From an optimization exercise on the open Yosys and OpenROAD flow, aimed at small area, a short achievable clock period and few clock cycles per item; shortcuts taken in it are not production practice. Where RTL was checked, it was by simulation tests only, not by an equivalence proof against the original. No activity file was given, so power comes from the tool's default toggle rates.

// message_field_filter_core
module message_field_filter_core
(
    input  logic        clk,
    input  logic        rst_n,
    input  logic        cfg_we,
    input  logic [2:0]  cfg_index,
    input  logic [63:0] cfg_data,
    input  logic        in_valid,
    output logic        in_stall,
    input  logic [7:0]  data_byte,
    input  logic        last_byte,
    output logic        out_valid,
    input  logic        out_stall,
    output logic        matched,
    output logic [15:0] slice_start,
    output logic [15:0] slice_length,
    output logic [15:0] message_size,
    output logic        size_overflow
);
    logic [1:0]  c_mode;
    logic [15:0] c_req;
    logic [15:0] c_off;
    logic [3:0]  c_cnt;
    logic [63:0] c_tmpl;
    logic [31:0] c_rstart;
    logic [31:0] c_rwidth;
    logic [15:0] c_slice;
    always_ff @(posedge clk)
    begin
        if (cfg_we)
        begin
            case (cfg_index)
                3'd0: c_mode   <= cfg_data[1:0];
                3'd1: c_req    <= cfg_data[15:0];
                3'd2: c_off    <= cfg_data[15:0];
                3'd3: c_cnt    <= cfg_data[3:0];
                3'd4: c_tmpl   <= cfg_data;
                3'd5: c_rstart <= cfg_data[31:0];
  ...
export LEC_CHECK = 0
export CAP_MARGIN = 20
export CORE_MARGIN = 2
export CORE_UTILIZATION = 40
export CTS_CLUSTER_DIAMETER = 80
export CTS_CLUSTER_SIZE = 24
export SLEW_MARGIN = 20
create_clock -name core_clock -period 8.5 [get_ports {clk}]
standard.sh (not shown) runs the stock make flow with config.mk's settings and CLKGATE_MAP_FILE= SYNTH_SCRIPT=/design/flow/synth_recipe.tcl, a recipe that flattens the netlist after the stock synthesis.
==> flow/flow/run.sh <==
#!/bin/bash
set -euo pipefail
export BUFFER_PORTS_ARGS="-buffer_cell sky130_fd_sc_hd__buf_2"
export SETUP_SLACK_MARGIN=5.8
bash standard.sh > flow_make.log 2>&1
Testbench counts at the start, summed over its fixed seeds: cycles 31,637, items 2,400.
Change:
--- a/flow/design.v
+++ b/flow/design.v
@@ -101,14 +101,17 @@
     logic        b2;         
     logic [8:0]  pos;        
     logic [3:0]  rpos;       
     logic        pos0_n;     
     logic        rpos0_n;    
     logic [8:1]  pos_hi;
     logic [3:1]  rpos_hi;
+    logic [9:0]  rt;         
+    logic        rt_v;       
+    logic        rt_first;   
     logic        o_matched;
     logic [15:0] o_size;
     logic        o_ovf;
     logic [15:0] o_start;
     logic [15:0] o_len;
     logic        stall_r;
     logic push, fire, adv, full;
@@ -153,24 +156,23 @@
         .g   (16'd0),
         .p   (size),
         .cin (1'b1),
         .c   (inc_c)
     );
     assign size_inc = size ^ inc_c[15:0];
     assign cnt_next = inmsg ? size_inc : 16'd1;
-    logic [16:0] ncnt, oa, sa, sb, ssum, scar;
+    logic [15:0] size_nx;
+    logic [16:0] ek, ex, ec;
     logic        eq_off, eq_sum, eq_t;
-    assign ncnt   = ~{1'b0, (inmsg ? size : 16'd0)};
-    assign oa     = {1'b0, c_off};
-    assign eq_off = ((oa ^ ncnt) == {(oa[15:0] | ncnt[15:0]), 1'b0});
-    assign sa     = {1'b0, c_slice};
-    assign ssum   = oa ^ sa ^ ncnt;
-    assign scar   = {(oa[15:0] & sa[15:0]) | (oa[15:0] & ncnt[15:0]) | (sa[15:0] & ncnt[15:0]), 1'b0};
-    assign sb     = {(ssum[15:0] | scar[15:0]), 1'b0};
-    assign eq_sum = ((ssum ^ scar) == sb);
+    assign size_nx = cnt_next;
+    assign eq_off  = (size_nx == c_off);
+    assign ek      = {1'b0, size_nx};
+    assign ex      = {1'b0, c_off ^ c_slice} ^ ek;
+    assign ec      = {(c_off & c_slice) | ((c_off ^ c_slice) & ~size_nx), 1'b0};
+    assign eq_sum  = (ex == ec);
     always_ff @(posedge clk)
         if (adv)
             eq_t <= is_slice ? eq_sum : eq_off;
     logic t_zero;
     always_ff @(posedge clk)
         t_zero <= (c_off == 16'd0) && (!is_slice || c_slice == 16'd0);
     logic flag_cur, met_cur, teq_cur, win;
@@ -217,45 +219,51 @@
         begin
             rs_byte <= c_rstart[7:0];
             rw_byte <= c_rwidth[7:0];
         end
     end
     assign t_win = is_tmpl && win && (|(pos[7:0] & nmask));
     assign r_win = is_range && win && (|rpos);
-    logic       b1_in, b2_in, b1_new, b2_new;
+    logic       b1_in, b1_new;
     logic [8:0] c1;
     assign b1_in = !rpos[0] && b1;
-    assign b2_in = !rpos[0] && b2;
     mff_prefix #(.N(8)) u_b1 (
         .g   (data_reg & ~rs_byte),
         .p   (data_reg | ~rs_byte),
         .cin (!b1_in),
         .c   (c1)
     );
     assign b1_new = !c1[8];
     logic [7:0] s3, k3;
     logic [8:0] y3;
     logic [8:0] c3;
+    logic [9:0] u3;
     assign s3 = data_reg ^ ~rs_byte ^ ~rw_byte;
     assign k3 = (data_reg & ~rs_byte) | (data_reg & ~rw_byte) | (~rs_byte & ~rw_byte);
     assign y3 = {k3, !b1_in};
     mff_prefix #(.N(8)) u_b2 (
         .g   (s3 & y3[7:0]),
         .p   (s3 | y3[7:0]),
-        .cin (!b2_in),
+        .cin (1'b1),
         .c   (c3)
     );
-    assign b2_new = b1_new ? !(y3[8] | c3[8]) : !(y3[8] & c3[8]);
-    assign b2_eff = b2;
+    assign u3 = {y3[8] & c3[8], y3[8] ^ c3[8], s3 ^ y3[7:0] ^ c3[7:0]};
+    logic [9:0] rx;
+    logic       b2_new;
+    assign rx     = {rt[9:8] + {1'b0, b1}, rt[7:0]};
+    assign b2_new = rx[9] || ((rx == 10'd0) && !rt_first && b2);
+    assign b2_eff = rt_v ? b2_new : b2;
     always_ff @(posedge clk)
-        if (adv && r_win)
-        begin
-            b1 <= b1_new;
+    begin
+        rt       <= {!u3[9], u3[8:0]};
+        rt_first <= rpos[0];
+        rt_v     <= adv && r_win;
+        if (rt_v)
             b2 <= b2_new;
-        end
+    end
     always_ff @(posedge clk or negedge rst_n)
     begin
         if (!rst_n)
         begin
             inmsg <= 1'b0;
             pos0_n  <= 1'b0;
             pos_hi  <= '0;
@@ -288,14 +296,16 @@
         begin
             size   <= cnt_next;
             full_r <= inmsg && (&size[15:1]) && !size[0];
             ovf    <= inmsg && ovf;
             flag   <= flag_cur;
             met    <= met_cur || (win && (|(pos[7:0] & mlast)));
             teq    <= teq_cur && !(t_win && (t_byte != data_reg));
+            if (r_win)
+                b1 <= b1_new;
         end
     end
     logic ok_len, ok_mode, b2_eff, flag_end;
     assign flag_end = flag || eq_t;
     assign ok_len = (c_req == 16'd0) || (size == c_req);
     always_comb
     begin
Outcome:
- critical path depth is higher by 13
- total power is higher by 9.2%
- wire length is higher by 6.4%
- fmax is lower by about 3.5%
- setup slack gets worse by 0.10 ns
- die area is higher by about 1%
- cell count is higher by about 3.5%
- global-route usage is higher by 0.45 points
- combinational power is higher by 28%
- synthesized area is higher by 1.0%
- design area is higher by 5.1%
- non-clock buffer count is higher by 62
For the second run of this note, only the layout was checked, not whether the RTL still works.

---

Another version of the RTL of message_field_filter_core (not shown whole).
Size: roughly 920 cells after synthesis, ~310 flip-flops, ~130 I/O pins, roughly 0.013 mm^2 of cells after synthesis.
==> flow/design.v (excerpt) <==
module message_field_filter_core
(
    input  logic        clk,
    input  logic        rst_n,
    input  logic        cfg_we,
    input  logic [2:0]  cfg_index,
    input  logic [63:0] cfg_data,
    input  logic        in_valid,
    output logic        in_stall,
    input  logic [7:0]  data_byte,
    input  logic        last_byte,
    output logic        out_valid,
    input  logic        out_stall,
    output logic        matched,
    output logic [15:0] slice_start,
    output logic [15:0] slice_length,
    output logic [15:0] message_size,
    output logic        size_overflow
);
export LEC_CHECK = 0
export CAP_MARGIN = 20
export CORE_MARGIN = 2
export CORE_UTILIZATION = 40
export CTS_CLUSTER_DIAMETER = 80
export CTS_CLUSTER_SIZE = 24
export SLEW_MARGIN = 20
create_clock -name core_clock -period 8.5 [get_ports {clk}]
==> flow/flow/run.sh <==
#!/bin/bash
set -euo pipefail
export BUFFER_PORTS_ARGS="-buffer_cell sky130_fd_sc_hd__buf_2"
export SETUP_SLACK_MARGIN=5.6
bash standard.sh > flow_make.log 2>&1
The baseline passed the timing, design-rule and antenna checks.
==> next run, changes <==
--- a/flow/design.v
+++ b/flow/design.v
@@ -142,90 +142,74 @@
         end
     end
     always_ff @(posedge clk)
     begin
         if (!stall_r)
         begin
             data_reg <= data_byte;
             last_reg <= last_byte;
         end
     end
     logic [15:0] size_inc;
-    logic [15:0] cnt_next;
     logic [16:0] inc_c;
     mff_prefix #(.N(16)) u_inc (
         .g   (16'd0),
         .p   (size),
         .cin (1'b1),
         .c   (inc_c)
     );
     assign size_inc = size ^ inc_c[15:0];
-    assign cnt_next = inmsg ? size_inc : 16'd1;
-    logic [15:0] size_nx;
     logic [16:0] ek, ex, ec;
     logic        eq_off, eq_sum, eq_t;
-    assign size_nx = adv ? cnt_next : size;
-    assign eq_off  = (size_nx == c_off);
-    assign ek      = {1'b0, size_nx};
-    assign ex      = {1'b0, c_off ^ c_slice} ^ ek;
-    assign ec      = {(c_off & c_slice) | ((c_off ^ c_slice) & ~size_nx), 1'b0};
-    assign eq_sum  = (ex == ec);
-    always_ff @(posedge clk)
-        eq_t <= is_slice ? eq_sum : eq_off;
+    assign eq_off = (size == c_off);
+    assign ek     = {1'b0, size};
+    assign ex     = {1'b0, c_off ^ c_slice} ^ ek;
+    assign ec     = {(c_off & c_slice) | ((c_off ^ c_slice) & ~size), 1'b0};
+    assign eq_sum = (ex == ec);
+    assign eq_t   = is_slice ? eq_sum : eq_off;
     logic t_zero;
     assign t_zero = (c_off == 16'd0) && (!is_slice || c_slice == 16'd0);
     logic flag_cur, met_cur, teq_cur, win;
     assign pos  = {pos_hi, !pos0_n};
     assign rpos = {rpos_hi, !rpos0_n};
     assign flag_cur = inmsg ? (flag || eq_t) : t_zero;
     assign met_cur  = inmsg && met;
     assign teq_cur  = !inmsg || teq;
     assign win      = flag_cur && !pos[8];
     logic        t_win, r_win;
     logic [7:0]  t_byte, rs_byte, rw_byte;
     always_comb
     begin
         t_byte  = '0;
         for (int j = 0; j < 8; j++)
             t_byte = t_byte | ({8{pos[j]}} & c_tmpl[8*j +: 8]);
     end
     logic [3:0] rpos_n;
-    logic       r_shift, r_start;
-    logic [7:0] rs_nxt, rw_nxt;
-    assign r_shift = adv && win && is_range;
-    assign r_start = !inmsg || (fire && last_reg);
-    assign rpos_n  = (fire && last_reg) ? 4'b0001
-                   : r_shift            ? {rpos[2:0], 1'b0}
-                   :                      rpos;
+    logic [7:0] rs_sel, rw_sel;
+    assign rpos_n = (fire && last_reg)            ? 4'b0001
+                  : (adv && win && is_range)      ? {rpos[2:0], 1'b0}
+                  :                                 rpos;
     always_comb
     begin
-        rs_nxt = '0;
-        rw_nxt = '0;
-        for (int j = 0; j < 3; j++)
+        rs_sel = '0;
+        rw_sel = '0;
+        for (int j = 0; j < 4; j++)
         begin
-            rs_nxt = rs_nxt | ({8{rpos[j]}} & c_rstart[8*(j+1) +: 8]);
-            rw_nxt = rw_nxt | ({8{rpos[j]}} & c_rwidth[8*(j+1) +: 8]);
+            rs_sel = rs_sel | ({8{rpos_n[j]}} & c_rstart[8*j +: 8]);
+            rw_sel = rw_sel | ({8{rpos_n[j]}} & c_rwidth[8*j +: 8]);
         end
     end
     always_ff @(posedge clk)
     begin
-        if (r_shift && !last_reg)
-        begin
-            rs_byte <= rs_nxt;
-            rw_byte <= rw_nxt;
-        end
-        else if (r_start)
-        begin
-            rs_byte <= c_rstart[7:0];
-            rw_byte <= c_rwidth[7:0];
-        end
+        rs_byte <= rs_sel;
+        rw_byte <= rw_sel;
     end
     assign t_win = is_tmpl && win && (|(pos[7:0] & nmask));
     assign r_win = is_range && win && (|rpos);
     logic       b1_in, b1_new;
     logic [8:0] c1;
     assign b1_in = !rpos[0] && b1;
     mff_prefix #(.N(8)) u_b1 (
         .g   (data_reg & ~rs_byte),
         .p   (data_reg | ~rs_byte),
         .cin (!b1_in),
         .c   (c1)
@@ -284,23 +268,23 @@
                 pos0_n <= 1'b1;
                 pos_hi <= pos[7:0];
             end
         end
     end
     always_ff @(posedge clk)
     begin
         if (fire && full)
             ovf <= 1'b1;
         if (adv)
         begin
-            size   <= cnt_next;
+            size   <= inmsg ? size_inc : 16'd1;
             full_r <= inmsg && (&size[15:1]) && !size[0];
             ovf    <= inmsg && ovf;
             flag   <= flag_cur;
             met    <= met_cur || (win && (|(pos[7:0] & mlast)));
             teq    <= teq_cur && !(t_win && (t_byte != data_reg));
             if (r_win)
                 b1 <= b1_new;
         end
     end
     logic ok_len, ok_mode, b2_eff, flag_end;
     assign flag_end = flag || eq_t;
Effect:
- final cell count climbs by 7.1%
- routed wire length climbs by 12%
- power climbs by 6.0%
- design area climbs by 5.0%
- maximum frequency drops by 2.2%
- combinational power climbs by about 20%
No run of this note included a check of the RTL's function; only the layout flow was run.

---

Another version of the RTL of message_field_filter_core (not shown whole).
For scale: roughly 850 cells after synthesis, ~13000 um^2 of cells after synthesis.
Settings: LEC_CHECK=0, CAP_MARGIN=20, CORE_MARGIN=2, CORE_UTILIZATION=40, CTS_CLUSTER_DIAMETER=80, CTS_CLUSTER_SIZE=24, SLEW_MARGIN=20; clock period 8.5 ns.
==> flow/flow/run.sh <==
#!/bin/bash
set -euo pipefail
export BUFFER_PORTS_ARGS="-buffer_cell sky130_fd_sc_hd__buf_2"
export SETUP_SLACK_MARGIN=6
bash standard.sh > flow_make.log 2>&1
The first run finished with timing, DRC and antenna clean.
==> next run, changes <==
--- a/flow/design.v
+++ b/flow/design.v
@@ -172,32 +172,45 @@
     assign pos  = {pos_hi, !pos0_n};
     assign rpos = {rpos_hi, !rpos0_n};
     assign flag_cur = inmsg ? (flag || eq_t) : t_zero;
     assign met_cur  = inmsg && met;
     assign teq_cur  = !inmsg || teq;
     assign win      = flag_cur && !pos[8];
     logic        t_win, r_win;
     logic [7:0]  t_byte, rs_byte, rw_byte;
     always_comb
     begin
         t_byte  = '0;
-        rs_byte = '0;
-        rw_byte = '0;
         for (int j = 0; j < 8; j++)
             t_byte = t_byte | ({8{pos[j]}} & c_tmpl[8*j +: 8]);
+    end
+    logic [3:0] rpos_n;
+    logic [7:0] rs_sel, rw_sel;
+    assign rpos_n = (fire && last_reg)            ? 4'b0001
+                  : (adv && win && is_range)      ? {rpos[2:0], 1'b0}
+                  :                                 rpos;
+    always_comb
+    begin
+        rs_sel = '0;
+        rw_sel = '0;
         for (int j = 0; j < 4; j++)
         begin
-            rs_byte = rs_byte | ({8{rpos[j]}} & c_rstart[8*j +: 8]);
-            rw_byte = rw_byte | ({8{rpos[j]}} & c_rwidth[8*j +: 8]);
+            rs_sel = rs_sel | ({8{rpos_n[j]}} & c_rstart[8*j +: 8]);
+            rw_sel = rw_sel | ({8{rpos_n[j]}} & c_rwidth[8*j +: 8]);
         end
     end
+    always_ff @(posedge clk)
+    begin
+        rs_byte <= rs_sel;
+        rw_byte <= rw_sel;
+    end
     assign t_win = is_tmpl && win && (|(pos[7:0] & nmask));
     assign r_win = is_range && win && (|rpos);
     logic       b1_in, b1_new;
     logic [8:0] c1;
     assign b1_in = !rpos[0] && b1;
     mff_prefix #(.N(8)) u_b1 (
         .g   (data_reg & ~rs_byte),
         .p   (data_reg | ~rs_byte),
         .cin (!b1_in),
         .c   (c1)
     );
@@ -233,40 +246,35 @@
     begin
         if (!rst_n)
         begin
             inmsg <= 1'b0;
             pos0_n  <= 1'b0;
             pos_hi  <= '0;
             rpos0_n <= 1'b0;
             rpos_hi <= '0;
         end
         else
         begin
+            rpos0_n <= !rpos_n[0];
+            rpos_hi <= rpos_n[3:1];
             if (fire)
                 inmsg <= !last_reg;
             if (fire && last_reg)
             begin
                 pos0_n  <= 1'b0;
                 pos_hi  <= '0;
-                rpos0_n <= 1'b0;
-                rpos_hi <= '0;
             end
             else if (adv && win)
             begin
                 pos0_n <= 1'b1;
                 pos_hi <= pos[7:0];
-                if (is_range)
-                begin
-                    rpos0_n <= 1'b1;
-                    rpos_hi <= rpos[2:0];
-                end
             end
         end
     end
     always_ff @(posedge clk)
     begin
         if (fire && full)
             ovf <= 1'b1;
         if (adv)
         begin
             size   <= inmsg ? size_inc : 16'd1;
             full_r <= inmsg && (&size[15:1]) && !size[0];
Outcome: Area after synthesis grows by roughly a tenth. Setup slack gains 0.39 ns. Utilization goes up by 0.22 points. Cell count grows by about a fifth. Global-route usage is higher by 2.2 points. Cell area rises by roughly a tenth. Total power rises by roughly a tenth. Routed wire length goes up by about a fifth.
Function was not checked in any run of this note: the RTL went through the layout flow alone.

what the ideal ports hide:
How much do the figures lean on ideal ports? The routed layouts below were timed once more, with nothing changed but the port constraints.
Step 1 (the two cells are an assumption about what drives the block):
set clk [get_ports {clk}]
set_driving_cell -lib_cell sky130_fd_sc_hd__clkbuf_16 $clk
set_driving_cell -lib_cell sky130_fd_sc_hd__buf_2 [delete_from_list [all_inputs] $clk]
Step 2, shift: input delay + t, output delay - t, t = (earliest + latest rising clock arrival at the registers) / 2. This alone moves slack from input paths to output paths.
a / b / c = ideal / step 1 / step 2; a / b = the first two.
run	shift t [ns]	setup slack, ns	latest minus earliest clock arrival (ns)	worst data-port slew with drivers (ns)
the first run of note 1	0.557	5.736 / 5.688 / 5.394	0.023 / 0.023	0.05
the second run of note 1	0.556	5.636 / 5.636 / 5.383	0.025 / 0.025	0.04
the first run of note 2	0.569	5.569 / 5.520 / 5.366	0.025 / 0.024	0.04
the second run of note 2	0.564	5.501 / 5.501 / 5.375	0.018 / 0.018	0.05
the first run of note 3	0.547	5.246 / 5.246 / 5.246	0.026 / 0.026	0.04
the second run of note 3	0.569	5.640 / 5.640 / 5.515	0.034 / 0.034	0.05
After both steps setup and hold are still met in every run listed. The setup slack of the first run of note 1, which loses most, moves by -0.048 ns with the drivers and by -0.342 ns with both steps.
